From an optimization exercise on the open Yosys and OpenROAD flow, aimed at small area; shortcuts taken in it are not production practice. Only simulation tests tie the RTL to the original design; equivalence was not proved. Power is estimated from default activity; no workload was simulated.

==> design.v <==
package matrix_pkg;
    localparam int CLKS_PER_BIT = 16;
    localparam int MAX_DIM      = 5;
    localparam int SLOT_COUNT   = 5;
    localparam int SEED_COUNT   = 3;
    typedef logic [7:0] byte_t;
    typedef logic [7:0] elem_t;
    typedef logic [2:0] dim_t;
    typedef logic [2:0] slot_t;
    typedef logic [MAX_DIM*MAX_DIM*8-1:0] matrix_t;
    typedef enum logic [1:0] {
        MODE_IDLE,
        MODE_STORE,
        MODE_SHOW
    } mode_e;
    localparam matrix_t SEED_DATA_0 = 200'h04_03_02_01;
    localparam matrix_t SEED_DATA_1 = 200'h08_07_06_05;
    localparam matrix_t SEED_DATA_2 = 200'h09_08_07_06_05_04_03_02_01;
    localparam matrix_t SEED_DATA_3 = 200'h0;
    localparam matrix_t SEED_DATA_4 = 200'h0;
    localparam dim_t SEED_M_0 = 3'd2;
    localparam dim_t SEED_M_1 = 3'd2;
    localparam dim_t SEED_M_2 = 3'd3;
    localparam dim_t SEED_M_3 = 3'd0;
    localparam dim_t SEED_M_4 = 3'd0;
    localparam dim_t SEED_N_0 = 3'd2;
    localparam dim_t SEED_N_1 = 3'd2;
    localparam dim_t SEED_N_2 = 3'd3;
    localparam dim_t SEED_N_3 = 3'd0;
    localparam dim_t SEED_N_4 = 3'd0;
endpackage
module uart_rx (
    input  logic              clk,
    input  logic              rst_n,
    input  logic              uart_rx,
    output matrix_pkg::byte_t rx_byte,
    output logic              rx_done
);
    typedef enum logic [1:0] {
        RX_IDLE,
        RX_START,
        RX_DATA,
        RX_STOP
    } rx_state_e;
    localparam int CNT_W = $clog2(matrix_pkg::CLKS_PER_BIT);
    rx_state_e         state;
    logic [CNT_W-1:0]  bit_cnt;
    logic [2:0]        bit_idx;
    matrix_pkg::byte_t shift;
    logic              bit_end;
    assign bit_end = (bit_cnt == CNT_W'(matrix_pkg::CLKS_PER_BIT - 1));
    always_ff @(posedge clk or negedge rst_n) begin
        if (!rst_n) begin
            state   <= RX_IDLE;
            bit_cnt <= '0;
            bit_idx <= '0;
            shift   <= '0;
            rx_byte <= '0;
            rx_done <= 1'b0;
        end else begin
            rx_done <= 1'b0;
            case (state)
                RX_IDLE: begin
                    bit_cnt <= '0;
                    if (!uart_rx) begin
                        state <= RX_START;
                    end
                end
                RX_START: begin
                    if (bit_cnt == CNT_W'(matrix_pkg::CLKS_PER_BIT / 2 - 1)) begin
                        bit_cnt <= '0;
                        bit_idx <= '0;
                        state   <= uart_rx ? RX_IDLE : RX_DATA;
                    end else begin
                        bit_cnt <= bit_cnt + 1'b1;
                    end
                end
                RX_DATA: begin
                    if (bit_end) begin
                        bit_cnt <= '0;
                        shift   <= {uart_rx, shift[7:1]};
                        bit_idx <= bit_idx + 1'b1;
                        if (bit_idx == 3'd7) begin
                            state <= RX_STOP;
                        end
                    end else begin
                        bit_cnt <= bit_cnt + 1'b1;
                    end
                end
                RX_STOP: begin
                    if (bit_end) begin
                        state <= RX_IDLE;
                        if (uart_rx) begin
                            rx_byte <= shift;
                            rx_done <= 1'b1;
                        end
                    end else begin
                        bit_cnt <= bit_cnt + 1'b1;
                    end
                end
                default: state <= RX_IDLE;
            endcase
        end
    end
endmodule
module command_decoder (
    input  logic                clk,
    input  logic                rst_n,
    input  logic                btn,
    input  logic [4:0]          mode_sw,
    input  logic                rx_done,
    input  logic                show_busy,
    input  matrix_pkg::byte_t   rx_byte,
    output matrix_pkg::mode_e   mode,
    output logic                store_we,
    output logic                query_go,
    output matrix_pkg::dim_t    store_m,
    output matrix_pkg::dim_t    store_n,
    output matrix_pkg::dim_t    query_m,
    output matrix_pkg::dim_t    query_n,
    output matrix_pkg::matrix_t store_data
);
    typedef enum logic [1:0] {
        DEC_M,
        DEC_N,
        DEC_ELEM
    } dec_state_e;
    dec_state_e        state;
    logic [4:0]        elem_idx;
    logic [4:0]        elem_total;
    logic              accept;
    logic              dim_ok;
    logic              digit_ok;
    matrix_pkg::elem_t digit;
    assign accept     = rx_done && !show_busy && !btn && (mode != matrix_pkg::MODE_IDLE);
    assign dim_ok     = (rx_byte >= 8'h31) && (rx_byte < 8'h31 + matrix_pkg::MAX_DIM);
    assign digit_ok   = (rx_byte >= 8'h30) && (rx_byte <= 8'h39);
    assign digit      = rx_byte - 8'h30;
    assign elem_total = 5'(store_m) * 5'(store_n);
    always_ff @(posedge clk or negedge rst_n) begin
        if (!rst_n) begin
            mode     <= matrix_pkg::MODE_IDLE;
            state    <= DEC_M;
            elem_idx <= '0;
            store_m  <= '0;
            store_n  <= '0;
            query_m  <= '0;
            query_n  <= '0;
            store_we <= 1'b0;
            query_go <= 1'b0;
        end else begin
            store_we <= 1'b0;
            query_go <= 1'b0;
            if (btn) begin
                state <= DEC_M;
                if (mode == matrix_pkg::MODE_IDLE) begin
                    case (mode_sw)
                        5'b00001: mode <= matrix_pkg::MODE_STORE;
                        5'b00100: mode <= matrix_pkg::MODE_SHOW;
                        default:  mode <= matrix_pkg::MODE_IDLE;
                    endcase
                end else begin
                    mode <= matrix_pkg::MODE_IDLE;
                end
            end else if (accept) begin
                case (state)
                    DEC_M: begin
                        if (dim_ok) begin
                            store_m <= matrix_pkg::dim_t'(digit);
                            state   <= DEC_N;
                        end
                    end
                    DEC_N: begin
                        if (dim_ok && mode == matrix_pkg::MODE_SHOW) begin
                            query_m  <= store_m;
                            query_n  <= matrix_pkg::dim_t'(digit);
                            query_go <= 1'b1;
                            state    <= DEC_M;
                        end else if (dim_ok) begin
                            store_n  <= matrix_pkg::dim_t'(digit);
                            elem_idx <= '0;
                            state    <= DEC_ELEM;
                        end
                    end
                    DEC_ELEM: begin
                        if (digit_ok && elem_idx == elem_total - 5'd1) begin
                            store_we <= 1'b1;
                            state    <= DEC_M;
                        end else if (digit_ok) begin
                            elem_idx <= elem_idx + 5'd1;
                        end
                    end
                    default: state <= DEC_M;
                endcase
            end
        end
    end
    always_ff @(posedge clk) begin
        if (accept && state == DEC_M && dim_ok) begin
            store_data <= '0;
        end else if (accept && state == DEC_ELEM && digit_ok) begin
            store_data[8*elem_idx +: 8] <= digit;
        end
    end
endmodule
module matrix_store (
    input  logic                clk,
    input  logic                rst_n,
    input  logic                store_we,
    input  matrix_pkg::dim_t    store_m,
    input  matrix_pkg::dim_t    store_n,
    input  matrix_pkg::matrix_t store_data,
    input  matrix_pkg::dim_t    query_m,
    input  matrix_pkg::dim_t    query_n,
    input  matrix_pkg::slot_t   cursor,
    output matrix_pkg::slot_t   match_count,
    output matrix_pkg::matrix_t match_data
);
    matrix_pkg::matrix_t data_mem [matrix_pkg::SLOT_COUNT];
    matrix_pkg::dim_t    m_mem    [matrix_pkg::SLOT_COUNT];
    matrix_pkg::dim_t    n_mem    [matrix_pkg::SLOT_COUNT];
    matrix_pkg::slot_t   fill_count;
    matrix_pkg::slot_t   hit_count;
    matrix_pkg::matrix_t hit_data;
    always_ff @(posedge clk or negedge rst_n) begin
        if (!rst_n) begin
            data_mem[0] <= matrix_pkg::SEED_DATA_0;
            data_mem[1] <= matrix_pkg::SEED_DATA_1;
            data_mem[2] <= matrix_pkg::SEED_DATA_2;
            data_mem[3] <= matrix_pkg::SEED_DATA_3;
            data_mem[4] <= matrix_pkg::SEED_DATA_4;
            m_mem[0]    <= matrix_pkg::SEED_M_0;
            m_mem[1]    <= matrix_pkg::SEED_M_1;
            m_mem[2]    <= matrix_pkg::SEED_M_2;
            m_mem[3]    <= matrix_pkg::SEED_M_3;
            m_mem[4]    <= matrix_pkg::SEED_M_4;
            n_mem[0]    <= matrix_pkg::SEED_N_0;
            n_mem[1]    <= matrix_pkg::SEED_N_1;
            n_mem[2]    <= matrix_pkg::SEED_N_2;
            n_mem[3]    <= matrix_pkg::SEED_N_3;
            n_mem[4]    <= matrix_pkg::SEED_N_4;
            fill_count <= matrix_pkg::slot_t'(matrix_pkg::SEED_COUNT);
        end else if (store_we && fill_count < matrix_pkg::SLOT_COUNT) begin
            data_mem[fill_count] <= store_data;
            m_mem[fill_count]    <= store_m;
            n_mem[fill_count]    <= store_n;
            fill_count           <= fill_count + 1'b1;
        end
    end
    always_comb begin
        hit_count = '0;
        hit_data  = '0;
        for (int i = 0; i < matrix_pkg::SLOT_COUNT; i++) begin
            if (i < fill_count && m_mem[i] == query_m && n_mem[i] == query_n) begin
                if (hit_count == cursor) begin
                    hit_data = data_mem[i];
                end
                hit_count = hit_count + 1'b1;
            end
        end
    end
    always_ff @(posedge clk or negedge rst_n) begin
        if (!rst_n) begin
            match_count <= '0;
        end else begin
            match_count <= hit_count;
        end
    end
    always_ff @(posedge clk) begin
        match_data <= hit_data;
    end
endmodule
module show_sequencer (
    input  logic              clk,
    input  logic              rst_n,
    input  logic              query_go,
    input  logic              frame_busy,
    input  matrix_pkg::slot_t match_count,
    output matrix_pkg::slot_t cursor,
    output logic              frame_go,
    output logic              show_busy,
    output matrix_pkg::byte_t frame_id
);
    typedef enum logic [1:0] {
        SEQ_IDLE,
        SEQ_PREPARE,
        SEQ_LAUNCH,
        SEQ_WAIT
    } seq_state_e;
    seq_state_e state;
    assign frame_id = matrix_pkg::byte_t'(cursor) + 8'd1;
    always_ff @(posedge clk or negedge rst_n) begin
        if (!rst_n) begin
            state     <= SEQ_IDLE;
            cursor    <= '0;
            frame_go  <= 1'b0;
            show_busy <= 1'b0;
        end else begin
            frame_go <= 1'b0;
            case (state)
                SEQ_IDLE: begin
                    if (query_go) begin
                        cursor    <= '0;
                        show_busy <= 1'b1;
                        state     <= SEQ_PREPARE;
                    end
                end
                SEQ_PREPARE: begin
                    if (match_count == '0) begin
                        show_busy <= 1'b0;
                        state     <= SEQ_IDLE;
                    end else begin
                        frame_go <= 1'b1;
                        state    <= SEQ_WAIT;
                    end
                end
                SEQ_LAUNCH: begin
                    frame_go <= 1'b1;
                    state    <= SEQ_WAIT;
                end
                SEQ_WAIT: begin
                    if (!frame_busy && !frame_go) begin
                        cursor <= cursor + 1'b1;
                        if (cursor + 1'b1 == match_count) begin
                            show_busy <= 1'b0;
                            state     <= SEQ_IDLE;
                        end else begin
                            state <= SEQ_LAUNCH;
                        end
                    end
                end
                default: state <= SEQ_IDLE;
            endcase
        end
    end
endmodule
module frame_serializer (
    input  logic                clk,
    input  logic                rst_n,
    input  logic                frame_go,
    input  logic                tx_busy,
    input  matrix_pkg::byte_t   frame_id,
    input  matrix_pkg::dim_t    frame_m,
    input  matrix_pkg::dim_t    frame_n,
    input  matrix_pkg::matrix_t frame_data,
    output logic                frame_busy,
    output logic                tx_go,
    output matrix_pkg::byte_t   tx_byte
);
    matrix_pkg::byte_t   id_q;
    matrix_pkg::dim_t    m_q;
    matrix_pkg::dim_t    n_q;
    matrix_pkg::matrix_t data_q;
    logic [4:0]          idx;
    logic [4:0]          frame_len;
    logic                send;
    assign frame_len = 5'd3 + 5'(m_q) * 5'(n_q);
    assign send      = frame_busy && !frame_go && !tx_busy && !tx_go && (idx != frame_len);
    always_ff @(posedge clk or negedge rst_n) begin
        if (!rst_n) begin
            id_q       <= '0;
            m_q        <= '0;
            n_q        <= '0;
            idx        <= '0;
            frame_busy <= 1'b0;
            tx_go      <= 1'b0;
            tx_byte    <= '0;
        end else begin
            tx_go <= 1'b0;
            if (frame_go) begin
                id_q       <= frame_id;
                m_q        <= frame_m;
                n_q        <= frame_n;
                idx        <= '0;
                frame_busy <= 1'b1;
            end else if (send) begin
                tx_go <= 1'b1;
                idx   <= idx + 5'd1;
                case (idx)
                    5'd0:    tx_byte <= id_q;
                    5'd1:    tx_byte <= matrix_pkg::byte_t'(m_q);
                    5'd2:    tx_byte <= matrix_pkg::byte_t'(n_q);
                    default: tx_byte <= data_q[7:0];
                endcase
            end else if (frame_busy && !tx_busy && !tx_go) begin
                frame_busy <= 1'b0;
            end
        end
    end
    always_ff @(posedge clk) begin
        if (frame_go) begin
            data_q <= frame_data;
        end else if (send && idx >= 5'd3) begin
            data_q <= data_q >> 8;
        end
    end
endmodule
module uart_tx (
    input  logic              clk,
    input  logic              rst_n,
    input  logic              tx_go,
    input  matrix_pkg::byte_t tx_byte,
    output logic              uart_tx,
    output logic              tx_busy
);
    localparam int CNT_W = $clog2(matrix_pkg::CLKS_PER_BIT);
    logic [CNT_W-1:0] cnt;
    logic [3:0]       bit_idx;
    logic [8:0]       shift;
    always_ff @(posedge clk or negedge rst_n) begin
        if (!rst_n) begin
            uart_tx <= 1'b1;
            tx_busy <= 1'b0;
            cnt     <= '0;
            bit_idx <= '0;
            shift   <= '1;
        end else if (tx_go && !tx_busy) begin
            uart_tx <= 1'b0;
            shift   <= {1'b1, tx_byte};
            tx_busy <= 1'b1;
            cnt     <= '0;
            bit_idx <= '0;
        end else if (tx_busy) begin
            if (cnt == CNT_W'(matrix_pkg::CLKS_PER_BIT - 1)) begin
                cnt <= '0;
                if (bit_idx == 4'd9) begin
                    tx_busy <= 1'b0;
                end else begin
                    uart_tx <= shift[0];
                    shift   <= {1'b1, shift[8:1]};
                    bit_idx <= bit_idx + 4'd1;
                end
            end else begin
                cnt <= cnt + 1'b1;
            end
        end
    end
endmodule
module matrix_show_top (
    input  logic       clk,
    input  logic       rst_n,
    input  logic       btn,
    input  logic       uart_rx,
    input  logic [4:0] mode_sw,
    output logic       uart_tx
);
    matrix_pkg::byte_t   rx_byte;
    logic                rx_done;
    logic                store_we;
    logic                query_go;
    matrix_pkg::dim_t    store_m;
    matrix_pkg::dim_t    store_n;
    matrix_pkg::dim_t    query_m;
    matrix_pkg::dim_t    query_n;
    matrix_pkg::matrix_t store_data;
    matrix_pkg::slot_t   cursor;
    matrix_pkg::slot_t   match_count;
    matrix_pkg::matrix_t match_data;
    logic                frame_go;
    logic                frame_busy;
    logic                show_busy;
    matrix_pkg::byte_t   frame_id;
    logic                tx_go;
    logic                tx_busy;
    matrix_pkg::byte_t   tx_byte;
    uart_rx u_uart_rx (
        .clk     (clk),
        .rst_n   (rst_n),
        .uart_rx (uart_rx),
        .rx_byte (rx_byte),
        .rx_done (rx_done)
    );
    command_decoder u_command_decoder (
        .clk        (clk),
        .rst_n      (rst_n),
        .btn        (btn),
        .mode_sw    (mode_sw),
        .rx_done    (rx_done),
        .show_busy  (show_busy),
        .rx_byte    (rx_byte),
        .mode       (),
        .store_we   (store_we),
        .query_go   (query_go),
        .store_m    (store_m),
        .store_n    (store_n),
        .query_m    (query_m),
        .query_n    (query_n),
        .store_data (store_data)
    );
    matrix_store u_matrix_store (
        .clk         (clk),
        .rst_n       (rst_n),
        .store_we    (store_we),
        .store_m     (store_m),
        .store_n     (store_n),
        .store_data  (store_data),
        .query_m     (query_m),
        .query_n     (query_n),
        .cursor      (cursor),
        .match_count (match_count),
        .match_data  (match_data)
    );
    show_sequencer u_show_sequencer (
        .clk         (clk),
        .rst_n       (rst_n),
        .query_go    (query_go),
        .frame_busy  (frame_busy),
        .match_count (match_count),
        .cursor      (cursor),
        .frame_go    (frame_go),
        .show_busy   (show_busy),
        .frame_id    (frame_id)
    );
    frame_serializer u_frame_serializer (
        .clk        (clk),
        .rst_n      (rst_n),
        .frame_go   (frame_go),
        .tx_busy    (tx_busy),
        .frame_id   (frame_id),
        .frame_m    (query_m),
        .frame_n    (query_n),
        .frame_data (match_data),
        .frame_busy (frame_busy),
        .tx_go      (tx_go),
        .tx_byte    (tx_byte)
    );
    uart_tx u_uart_tx (
        .clk     (clk),
        .rst_n   (rst_n),
        .tx_go   (tx_go),
        .tx_byte (tx_byte),
        .uart_tx (uart_tx),
        .tx_busy (tx_busy)
    );
endmodule
==> run.sh <==
#!/bin/bash
# synth_recipe.tcl (not shown) runs the flow's synth.tcl, then flattens the netlist and writes it again
# the make line also repeats each setting of config.mk as NAME=value (left out here)
make -C /OpenROAD-flow-scripts/flow DESIGN_CONFIG=/design/flow/config.mk WORK_HOME=/design/flow/orfs CLKGATE_MAP_FILE= SYNTH_SCRIPT=/design/flow/synth_recipe.tcl finish
==> config.mk <==
export PLATFORM = sky130hd
export DESIGN_NAME = matrix_show_top
export DESIGN_NICKNAME = matrix_show_top
export VERILOG_FILES = /design/flow/design.v
export SDC_FILE = /design/flow/constraint.sdc
export NUM_CORES = 4
export LEC_CHECK = 0
export CAP_MARGIN = 20
export CORE_MARGIN = 2
export CORE_UTILIZATION = 40
export PLACE_DENSITY = 0.6
export SLEW_MARGIN = 20
==> constraint.sdc <==
create_clock -name core_clock -period 10.0 [get_ports {clk}]
set_input_delay 2.0000 -clock core_clock [delete_from_list [all_inputs] [get_ports {clk}]]
set_output_delay 2.0000 -clock core_clock [all_outputs]
set_load 0.01 [all_outputs]
==> out/results.txt <==
Clock Tree Root -> clkbuf_16
Fin crit period -> 5.435 ns
Pint -> 11.07 mW
Crit path max fanout -> 47
Clock Skew -> 0.05270 ns
Area after DPL -> 75770 sq um
Via count -> 43050
Top-area cell type share of the netlist area -> 0.3715
1st-pass router iterations -> 6
Placed Cells -> 7514
Post-CTS Resized -> 0
TritonCTS clock tree -> yes
Syn Nets -> 5471
Fin cells -> 7859
Slew headroom -> 0.2561
Filler cells -> 16250
WL per Instance -> 23.37 um
Netlist cell types -> 70
Critical path class -> flop to flop
Layout Nets -> 5373
Share of cells above drive strength 1 -> 0.3593
NetSw -> 3.004 mW
Comb pwr share -> 0.013
CP startpoint kind -> flop
Sequential element share of the synthesized area -> 0.5796
Top FF cell, synth -> dfrtp_1
M1 wire length -> 85900 um
Sequential Power Share -> 0.506
Initial antenna violation count -> 3
R2r setup slk -> 4.56 ns
Sequential Area -> 42490 sq um
Post-synth EDFFs -> 200
IO Count -> 10
Warnings from Yosys -> 9
Most common cell after layout, fill and taps aside -> mux2_2
Multi-input gate area -> 28510 sq um
Endpoints failing hold -> 0
I/O Buffers -> 9
DRT iter0 DRCs -> 3047
Clock Power Share -> 0.481
Power Dens Cells -> 172.0 nW/um^2
Hold Slack -> 0.4766 ns
Crit. End Element -> flop
Synth area leader -> dfrtp_1
Hold crit path type -> flop to flop
Synth area leaders -> dfrtp_1, mux2_2, dfxtp_1
Row count -> 157
Number of global-route vias before repair -> 44580
Final setup viols -> 0
Worst-margin pin slew -> 1.116 ns
Clock Tree Buf Depth -> 3
Clock Latency Late Sink -> 0.82 ns
GPL Wtd Cong -> 0.7514
Die extent in y -> 432.0 um
Cells after synthesis -> 5409
Syn avg cell area -> 13.55 sq um
HPWL after DPL -> 92910 um
First-pass GRT wire length -> 282200 um
GRT Resource Usage Total -> 0.1968
Setup tns final -> 0 ns
Synth Register Bits -> 1735
Max VDD drop -> 0.1813 mV
Highest metal used -> met4
Sw Ratio -> 0.2135
Worst Reg2Reg Path Length in Cells -> 12
TritonCTS Buffers -> 180
Finished Cell Area -> 81800 sq um
Hold Crit Depth -> 1
Vias per inst -> 5.478
Post-CTS Setup Inserts -> 0
Die width -> 432.0 um
Unrepaired setup endpoints after global routing -> false
Hold_buf cts -> 0
DIE AREA -> 186600 sq um
Mapped Area -> 73280 sq um
Leakage -> 36.02 nW
Largest net degree at the start of global routing -> 147
Fraction of registers with async set/reset -> 0.6542
Clock slew at reported path FFs -> 0.06 ns
Crit path required time -> 10.70 ns
Status -> timing/DRC/antenna clean
Syn-to-layout area delta -> 11.62%
DRC viols -> 0
Max-cap violation count -> 0
Starting Density -> 0.4016
Met3 Wirelength -> 6199 um
Max Transition Viols Final -> 0
Routed WL -> 183700 um
WP data arrival -> 6.13 ns
Core Region -> 182500 sq um
Total grt overflow -> 0
Most frequent cells in the layout -> mux2_2, dfrtp_1, dfxtp_1, mux2i_1, inv_1
Remaining antenna violation count -> 0
Tcrit/Tclk final -> 0.5435
Clock sink total -> 1735
WL met2 -> 87300 um
H-tree Lvls -> 4
Fmax -> 0.1840 GHz
==> power by group through the flow <==
stage | registers (mW) | clock network [mW] | logic [mW]
6_report | 7.12 | 6.76 | 0.190
5_1_grt | 7.11 | 7.20 | 0.223
4_1_cts | 7.12 | 6.91 | 0.198
3_5_place_dp | 7.25 | 0 | 0.197
3_3_place_gp | 7.25 | 0 | 0.193
2_1_floorplan | 7.25 | 0 | 0.0702
==> critical path, cell delays in order, from the launching register on <==
cell      delay, ns
dfstp_2        0.62
nor2_1         0.09
or4_1          0.61
nor2_1         0.19
ha_1           0.35
xor2_1         0.18
nor3_1         0.35
and3_4         0.70
a2111o_2       0.62
buf_4          0.82
o211ai_1       0.15
mux2_2         0.29
mux2_1         0.27
==> per-layer routing <==
metal	vias to the layer above	global-route usage
met1	22810	0.2741
met3	248	0.02440
met2	745	0.3213
li1	19250	-
met5	-	0
met4	0	0.05812
==> cell usage after synthesis, drive strengths merged, types with 47 or more instances <==
master   count
nand2      176
dfxtp      400
o2111ai    101
buf        103
clkbuf     265
mux2i      270
and2       125
o211ai     101
dfstp       47
ha          49
dfrtp     1088
edfxtp     200
nor2       241
mux2      1556
a222oi     102
inv        247
==> cells by family after synthesis <==
| group | Yosys count | share of synthesized area |
|---|---|---|
| buf+inv | 616 | 0.03403 |
| simple gates | 654 | 0.04181 |
| flops | 1735 | 0.5796 |
| mux | 1826 | 0.2760 |
| fa+ha+maj | 53 | 0.009459 |
| xor+xnor | 75 | 0.009527 |
| compound gates | 450 | 0.04960 |
==> registers in the layout, summed over array words and instances, names as in the netlist, 15 cells and up, named ones only <==
register and cells:
u_command_decoder.store_data 200, u_frame_serializer.data_q 200, u_matrix_store.m_mem 15, u_matrix_store.n_mem 15, u_matrix_store.match_data 200, u_matrix_store.data_mem 1000
==> layout make-up <==
| type | instances | area share |
|---|---|---|
| Inverter | 248 | 0.01138 |
| Tap cell | 2385 | 0.03648 |
| Multi-Input combinational cell | 3058 | 0.3486 |
| Timing Repair Buffer | 88 | 0.01055 |
| Antenna cell | 3 | 0.00009177 |
| Sequential cell | 1735 | 0.5194 |
| Clock buffer | 283 | 0.06565 |
| Clock inverter | 59 | 0.007862 |
==> stage by stage <==
| step | utilization | power (mW) | setup slack, ns |
|---|---|---|---|
| finish | 0.4482 | 14.07 | 4.565 |
| global route | 0.4482 | 14.54 | 4.323 |
| CTS | 0.4481 | 14.22 | 4.571 |
| detailed placement | 0.4152 | 7.451 | 4.536 |
| global placement | 0.4151 | 7.446 | 4.564 |
| floorplan | - | 7.323 | 1.726 |
==> worst paths after layout <==
path	endpoint	startpoint
min	u_matrix_store.match_data[129]	u_matrix_store.data_mem[4][129]
max	u_matrix_store.match_data[128]	u_matrix_store.fill_count[1]
min reg2reg	u_matrix_store.match_data[129]	u_matrix_store.data_mem[4][129]
min in group asynchronous	u_matrix_store.data_mem[3][97]	rst_n
max reg2reg	u_matrix_store.match_data[128]	u_matrix_store.fill_count[1]
max in group asynchronous	u_uart_rx.rx_byte[2]	rst_n

## what the ideal ports hide
Ports are ideal in the flow. The routed layout listed here was re-timed in OpenROAD.
Step 1: set_driving_cell puts a clkbuf_16 on clk and a buf_2 on each other input, an assumption about the parent block.
Step 2 also shifts input and output timing later by t, the mid clock arrival at the registers, as if the neighbouring blocks saw the same clock.
a / b / c = no drivers / after step 1 / after step 2; a / b = the first two.
shift t [ns]: 0.891
slack for setup (ns): 4.565 / 4.565 / 4.484
slew at the worst register clock pin (ns): 0.07 / 0.07
pins driven straight from the clock port: 1
After both steps this run still meets setup and hold. For this run, drivers alone change the setup slack by 0.000 ns; drivers and shift together by -0.081 ns.
